What follows belongs to an exercise in optimizing a design on an open flow for small area and a short achievable clock period; a production flow would make more cautious choices.
At most, simulation tests tie the RTL to the original design; equivalence was not proved.
Power and IR drop assume default switching activity.

==> flow/design.v (excerpt) <==
module adder_tree_25 (
    input  logic         clk,
    input  logic         rst,
    input  logic         in_valid,
    input  logic [399:0] in_data,
    output logic         res_valid,
    output logic [15:0]  res
);
Settings: LEC_CHECK=0, CAP_MARGIN=20, CORE_MARGIN=2, CORE_UTILIZATION=40, CTS_BUF_LIST=sky130_fd_sc_hd__clkbuf_8, CTS_CLUSTER_DIAMETER=50, CTS_CLUSTER_SIZE=14, SETUP_SLACK_MARGIN=1.1, SLEW_MARGIN=20; clock period 3.0 ns.
standard.sh (not shown) runs the stock make flow with config.mk's settings and CLKGATE_MAP_FILE= SYNTH_SCRIPT=/design/flow/synth_recipe.tcl, a recipe that flattens the netlist after the stock synthesis.
==> flow/flow/run.sh <==
#!/bin/bash
# Own layout flow: the standard flow (standard.sh) with two changes.
#  1. After the standard synthesis, fapol.py re-chooses the polarity of the
#     full-adder cells so that the inverters extract_fa leaves around them go;
#     a Yosys equivalence proof against the standard netlist must pass, else
#     the standard netlist is kept.
#  2. Port buffers are sky130_fd_sc_hd__buf_1 (every port still gets one).
# Each tool writes its full output to a log file of its own in this folder.
set -uo pipefail
export BUFFER_PORTS_ARGS="-buffer_cell sky130_fd_sc_hd__buf_1"
HERE=$(pwd)
bash standard.sh synth > synth.log 2>&1 || exit 1
NET=$HERE/orfs/results/sky130hd/adder_tree_25/base/1_2_yosys.v
cp "$NET" "$HERE/netlist_standard.v"
if python3 "$HERE/flow/fapol.py" "$HERE/netlist_standard.v" "$HERE/netlist_fapol.v" > fapol.log 2>&1; then
  cat > equiv.ys <<EOT
read_liberty -ignore_miss_func $FLOW_HOME/platforms/sky130hd/lib/sky130_fd_sc_hd__tt_025C_1v80.lib
read_verilog $HERE/netlist_standard.v
rename $FLOW_TOP gold
read_verilog $HERE/netlist_fapol.v
rename $FLOW_TOP gate
setattr -mod -unset top gold gate
flatten gold gate
rename -hide gold/w:_* gate/w:_*
equiv_make gold gate eq
hierarchy -top eq
equiv_simple -seq 0
equiv_induct
equiv_status -assert
EOT
  if yosys -s equiv.ys > equiv.log 2>&1; then
    cp "$HERE/netlist_fapol.v" "$NET"
    touch "$NET"
    echo "fapol netlist used" >> fapol.log
  else
    echo "equivalence failed: standard netlist kept" >> fapol.log
  fi
fi
bash standard.sh finish > finish.log 2>&1
Other scripts of this flow, unchanged in this note and not shown: flow/flow/fapol.py
The starting point produced a clean layout.
Edit:
--- a/flow/design.v
+++ b/flow/design.v
@@ -832,26 +832,26 @@
     wire s687;
     wire c688;
     wire s689;
     wire c690;
     wire s691;
     wire c692;
     wire s693;
     wire c694;
     wire s695;
     wire c696;
     wire s697;
     logic [15:0] row_a, row_b;
-    logic [9:0] lo_sum, lo_q;
-    logic [6:0] hi_sum, hi_q;
+    logic [10:0] lo_sum, lo_q;
+    logic [5:0] hi_sum, hi_q;
     logic [15:0] sum;
     assign s1 = in_data[0] ^ in_data[16] ^ in_data[32];
     assign c2 = (in_data[0] & in_data[16]) | (in_data[0] & in_data[32]) | (in_data[16] & in_data[32]);
     assign s3 = in_data[48] ^ in_data[64] ^ in_data[80];
     assign c4 = (in_data[48] & in_data[64]) | (in_data[48] & in_data[80]) | (in_data[64] & in_data[80]);
     assign s5 = in_data[96] ^ in_data[112] ^ in_data[128];
     assign c6 = (in_data[96] & in_data[112]) | (in_data[96] & in_data[128]) | (in_data[112] & in_data[128]);
     assign s7 = in_data[144] ^ in_data[160] ^ in_data[176];
     assign c8 = (in_data[144] & in_data[160]) | (in_data[144] & in_data[176]) | (in_data[160] & in_data[176]);
     assign s9 = in_data[192] ^ in_data[208] ^ in_data[224];
     assign c10 = (in_data[192] & in_data[208]) | (in_data[192] & in_data[224]) | (in_data[208] & in_data[224]);
     assign s11 = in_data[240] ^ in_data[256] ^ in_data[272];
@@ -1512,27 +1512,27 @@
     assign c688 = (p2_c10_0 & p2_c10_1) | (p2_c10_0 & p2_c10_2) | (p2_c10_1 & p2_c10_2);
     assign s689 = p2_c11_0 ^ p2_c11_1 ^ p2_c11_2;
     assign c690 = (p2_c11_0 & p2_c11_1) | (p2_c11_0 & p2_c11_2) | (p2_c11_1 & p2_c11_2);
     assign s691 = p2_c12_0 ^ p2_c12_1 ^ p2_c12_2;
     assign c692 = (p2_c12_0 & p2_c12_1) | (p2_c12_0 & p2_c12_2) | (p2_c12_1 & p2_c12_2);
     assign s693 = p2_c13_0 ^ p2_c13_1 ^ p2_c13_2;
     assign c694 = (p2_c13_0 & p2_c13_1) | (p2_c13_0 & p2_c13_2) | (p2_c13_1 & p2_c13_2);
     assign s695 = p2_c14_0 ^ p2_c14_1 ^ p2_c14_2;
     assign c696 = (p2_c14_0 & p2_c14_1) | (p2_c14_0 & p2_c14_2) | (p2_c14_1 & p2_c14_2);
     assign s697 = p2_c15_0 ^ p2_c15_1 ^ p2_c15_2;
     assign row_a = {c696, c694, c692, c690, c688, c686, c684, c682, c680, c678, c676, s675, p2_c3_0, p2_c2_0, p2_c1_0, p2_c0_0};
     assign row_b = {s697, s695, s693, s691, s689, s687, s685, s683, s681, s679, s677, 1'b0, p2_c3_1, 1'b0, 1'b0, 1'b0};
-    assign lo_sum = {1'b0, row_a[8:0]} + {1'b0, row_b[8:0]};
-    assign hi_sum = row_a[15:9] + row_b[15:9];
-    assign sum = {hi_q + {6'd0, lo_q[9]}, lo_q[8:0]};
+    assign lo_sum = {1'b0, row_a[9:0]} + {1'b0, row_b[9:0]};
+    assign hi_sum = row_a[15:10] + row_b[15:10];
+    assign sum = {hi_q + {5'd0, lo_q[10]}, lo_q[9:0]};
     always_ff @(posedge clk) begin
         p1_c0_0 <= s413;
         p1_c1_0 <= s271;
         p1_c1_1 <= c414;
         p1_c1_2 <= s415;
         p1_c1_3 <= s417;
         p1_c1_4 <= s419;
         p1_c2_0 <= c416;
         p1_c2_1 <= c418;
         p1_c2_2 <= c420;
         p1_c2_3 <= s421;
         p1_c2_4 <= s423;
Result:
- register-to-register slack improves by 0.19 ns
- first-iteration DRC count came out higher by about 56%
- clock power hardly moves
- cell count hardly moves
- combinational power came out lower by about 2%
- power is lower by about 1.3%
- setup slack improved by 0.19 ns
Function not checked in the first run of this note: the RTL went through the layout flow alone.

========
== run D ==
Another version of the RTL of adder_tree_25 (not shown whole).
Size in the first run: ~420 I/O pins, about 12000 um^2 of cells after synthesis.
clock: 3.0 ns
lec_check: 0
cap_margin: 20
core_margin: 2
core_utilization: 40
setup_slack_margin: 1.1
slew_margin: 20
Scripts as last shown in full above: flow/flow/run.sh
Other scripts of this flow, unchanged in this note and not shown: flow/flow/fapol.py
### run D -> run Y
--- a/flow/design.v
+++ b/flow/design.v
@@ -838,14 +838,12 @@
     wire s693;
     wire c694;
     wire s695;
     wire c696;
     wire s697;
     logic [15:0] row_a, row_b;
-    logic [10:0] lo_sum, lo_q;
-    logic [5:0] hi_a_q, hi_b_q;
     logic [15:0] sum;
     assign s1 = in_data[0] ^ in_data[16] ^ in_data[32];
     assign c2 = (in_data[0] & in_data[16]) | (in_data[0] & in_data[32]) | (in_data[16] & in_data[32]);
     assign s3 = in_data[48] ^ in_data[64] ^ in_data[80];
     assign c4 = (in_data[48] & in_data[64]) | (in_data[48] & in_data[80]) | (in_data[64] & in_data[80]);
     assign s5 = in_data[96] ^ in_data[112] ^ in_data[128];
@@ -1518,14 +1516,13 @@
     assign c694 = (p2_c13_0 & p2_c13_1) | (p2_c13_0 & p2_c13_2) | (p2_c13_1 & p2_c13_2);
     assign s695 = p2_c14_0 ^ p2_c14_1 ^ p2_c14_2;
     assign c696 = (p2_c14_0 & p2_c14_1) | (p2_c14_0 & p2_c14_2) | (p2_c14_1 & p2_c14_2);
     assign s697 = p2_c15_0 ^ p2_c15_1 ^ p2_c15_2;
     assign row_a = {c696, c694, c692, c690, c688, c686, c684, c682, c680, c678, c676, s675, p2_c3_0, p2_c2_0, p2_c1_0, p2_c0_0};
     assign row_b = {s697, s695, s693, s691, s689, s687, s685, s683, s681, s679, s677, 1'b0, p2_c3_1, 1'b0, 1'b0, 1'b0};
-    assign lo_sum = {1'b0, row_a[9:0]} + {1'b0, row_b[9:0]};
-    assign sum = {hi_a_q + hi_b_q + {5'd0, lo_q[10]}, lo_q[9:0]};
+    assign sum = row_a + row_b;
     always_ff @(posedge clk) begin
         p1_c0_0 <= s413;
         p1_c1_0 <= s271;
         p1_c1_1 <= c414;
         p1_c1_2 <= s415;
         p1_c1_3 <= s417;
@@ -1679,30 +1676,27 @@
         p2_c14_0 <= s641;
         p2_c14_1 <= c670;
         p2_c14_2 <= s671;
         p2_c15_0 <= s645;
         p2_c15_1 <= c672;
         p2_c15_2 <= s673;
-        lo_q <= lo_sum;
-        hi_a_q <= row_a[15:10];
-        hi_b_q <= row_b[15:10];
     end
-    logic [2:0] vpipe;
+    logic [1:0] vpipe;
     always_ff @(posedge clk) begin
         if (!rst) begin
             vpipe <= '0;
         end else begin
-            vpipe <= {vpipe[1:0], in_valid};
+            vpipe <= {vpipe[0:0], in_valid};
         end
     end
     always_ff @(posedge clk) begin
         if (!rst) begin
             res_valid <= 1'b0;
             res       <= '0;
         end else begin
-            res_valid <= vpipe[2];
-            if (vpipe[2]) begin
+            res_valid <= vpipe[1];
+            if (vpipe[1]) begin
                 res <= sum;
             end
         end
     end
 endmodule
==> comparison <==
- Run Y: full flow OK, the timing, DRC and antenna checks passed
- When run Y is set beside run D, its final clock skew turns out to be 0.0063 ns smaller.
- Of the two candidates, run D has the worse global-route wire length before repair and run Y the better one.
- Run comparison: run D launch point of the worst path p1_c3_5; run Y launch point of the worst path p2_c5_0
- Run Y — clock buffer count in the final layout 6 lower, run D as reference
- From run D to run Y the numbers moved as follows: final area went up by about 0.33%; number of DRC violations after detailed-routing iteration 0 shows an increase of 29%; area after synthesis dropped 380 um^2; synthesis-to-layout area growth went up by 4.7 points.
Only the layout flow was run in run Y; the RTL was not checked for function there.

========
adder_tree_25 again, from the RTL that the note above started with.
Settings: LEC_CHECK=0, CAP_MARGIN=20, CORE_MARGIN=2, CORE_UTILIZATION=40, SETUP_SLACK_MARGIN=0.8, SLEW_MARGIN=20; clock period 3.0 ns.
Scripts as last shown in full above: flow/flow/run.sh
Other scripts of this flow, unchanged in this note and not shown: flow/flow/fapol.py
Next try:
--- a/flow/design.v
+++ b/flow/design.v
@@ -837,16 +837,16 @@
     wire c692;
     wire s693;
     wire c694;
     wire s695;
     wire c696;
     wire s697;
     logic [15:0] row_a, row_b;
-    logic [10:0] lo_sum, lo_q;
-    logic [5:0] hi_a_q, hi_b_q;
+    logic [8:0] lo_sum, lo_q;
+    logic [7:0] hi_a_q, hi_b_q;
     logic [15:0] sum;
     assign s1 = in_data[0] ^ in_data[16] ^ in_data[32];
     assign c2 = (in_data[0] & in_data[16]) | (in_data[0] & in_data[32]) | (in_data[16] & in_data[32]);
     assign s3 = in_data[48] ^ in_data[64] ^ in_data[80];
     assign c4 = (in_data[48] & in_data[64]) | (in_data[48] & in_data[80]) | (in_data[64] & in_data[80]);
     assign s5 = in_data[96] ^ in_data[112] ^ in_data[128];
     assign c6 = (in_data[96] & in_data[112]) | (in_data[96] & in_data[128]) | (in_data[112] & in_data[128]);
@@ -1517,16 +1517,16 @@
     assign s693 = p2_c13_0 ^ p2_c13_1 ^ p2_c13_2;
     assign c694 = (p2_c13_0 & p2_c13_1) | (p2_c13_0 & p2_c13_2) | (p2_c13_1 & p2_c13_2);
     assign s695 = p2_c14_0 ^ p2_c14_1 ^ p2_c14_2;
     assign c696 = (p2_c14_0 & p2_c14_1) | (p2_c14_0 & p2_c14_2) | (p2_c14_1 & p2_c14_2);
     assign s697 = p2_c15_0 ^ p2_c15_1 ^ p2_c15_2;
     assign row_a = {c696, c694, c692, c690, c688, c686, c684, c682, c680, c678, c676, s675, p2_c3_0, p2_c2_0, p2_c1_0, p2_c0_0};
     assign row_b = {s697, s695, s693, s691, s689, s687, s685, s683, s681, s679, s677, 1'b0, p2_c3_1, 1'b0, 1'b0, 1'b0};
-    assign lo_sum = {1'b0, row_a[9:0]} + {1'b0, row_b[9:0]};
-    assign sum = {hi_a_q + hi_b_q + {5'd0, lo_q[10]}, lo_q[9:0]};
+    assign lo_sum = {1'b0, row_a[7:0]} + {1'b0, row_b[7:0]};
+    assign sum = {hi_a_q + hi_b_q + {7'd0, lo_q[8]}, lo_q[7:0]};
     always_ff @(posedge clk) begin
         p1_c0_0 <= s413;
         p1_c1_0 <= s271;
         p1_c1_1 <= c414;
         p1_c1_2 <= s415;
         p1_c1_3 <= s417;
         p1_c1_4 <= s419;
@@ -1679,16 +1679,16 @@
         p2_c14_0 <= s641;
         p2_c14_1 <= c670;
         p2_c14_2 <= s671;
         p2_c15_0 <= s645;
         p2_c15_1 <= c672;
         p2_c15_2 <= s673;
         lo_q <= lo_sum;
-        hi_a_q <= row_a[15:10];
-        hi_b_q <= row_b[15:10];
+        hi_a_q <= row_a[15:8];
+        hi_b_q <= row_b[15:8];
     end
     logic [2:0] vpipe;
     always_ff @(posedge clk) begin
         if (!rst) begin
             vpipe <= '0;
         end else begin
             vpipe <= {vpipe[1:0], in_valid};
- The new run finished clean
- power went down by 1.7%
- clock skew is about the same
- register-to-register slack is worse by 0.02 ns
- core utilization is about the same
- setup slack is worse by 0.016 ns
For the second run of this note, only the layout was checked, not whether the RTL still works.

[port drivers added, routing unchanged]
No port has a modelled driver above. Below, the same layouts with a new extraction and two added sets of constraints.
Step 1, drivers: a clkbuf_16 drives clk and a buf_2 each remaining input, both assumed.
Step 2, shift: input delay + t, output delay - t, t = (earliest + latest rising clock arrival at the registers) / 2. This alone moves slack from input paths to output paths.
Three values: ideal ports, drivers, drivers and shift; two values: the first two.
run	t, ns	slack for setup (ns)	worst setup path after step 2	slew at the worst register clock pin (ns)
the first run of note 1	0.489	0.896 / 0.896 / 0.590	input to register	0.11 / 0.11
the second run of note 1	0.495	1.088 / 1.088 / 0.611	input to register	0.10 / 0.10
run D	0.544	1.089 / 1.089 / 0.602	input to register	0.06 / 0.06
run Y	0.470	0.653 / 0.653 / 0.610	input to register	0.07 / 0.07
the first run of note 3	0.543	0.963 / 0.963 / 0.542	input to register	0.06 / 0.06
the second run of note 3	0.542	0.947 / 0.947 / 0.622	input to register	0.06 / 0.06
After both steps every run listed still meets setup and hold. For run D, which loses most, drivers alone change the setup slack by 0.000 ns; drivers and shift together by -0.487 ns.
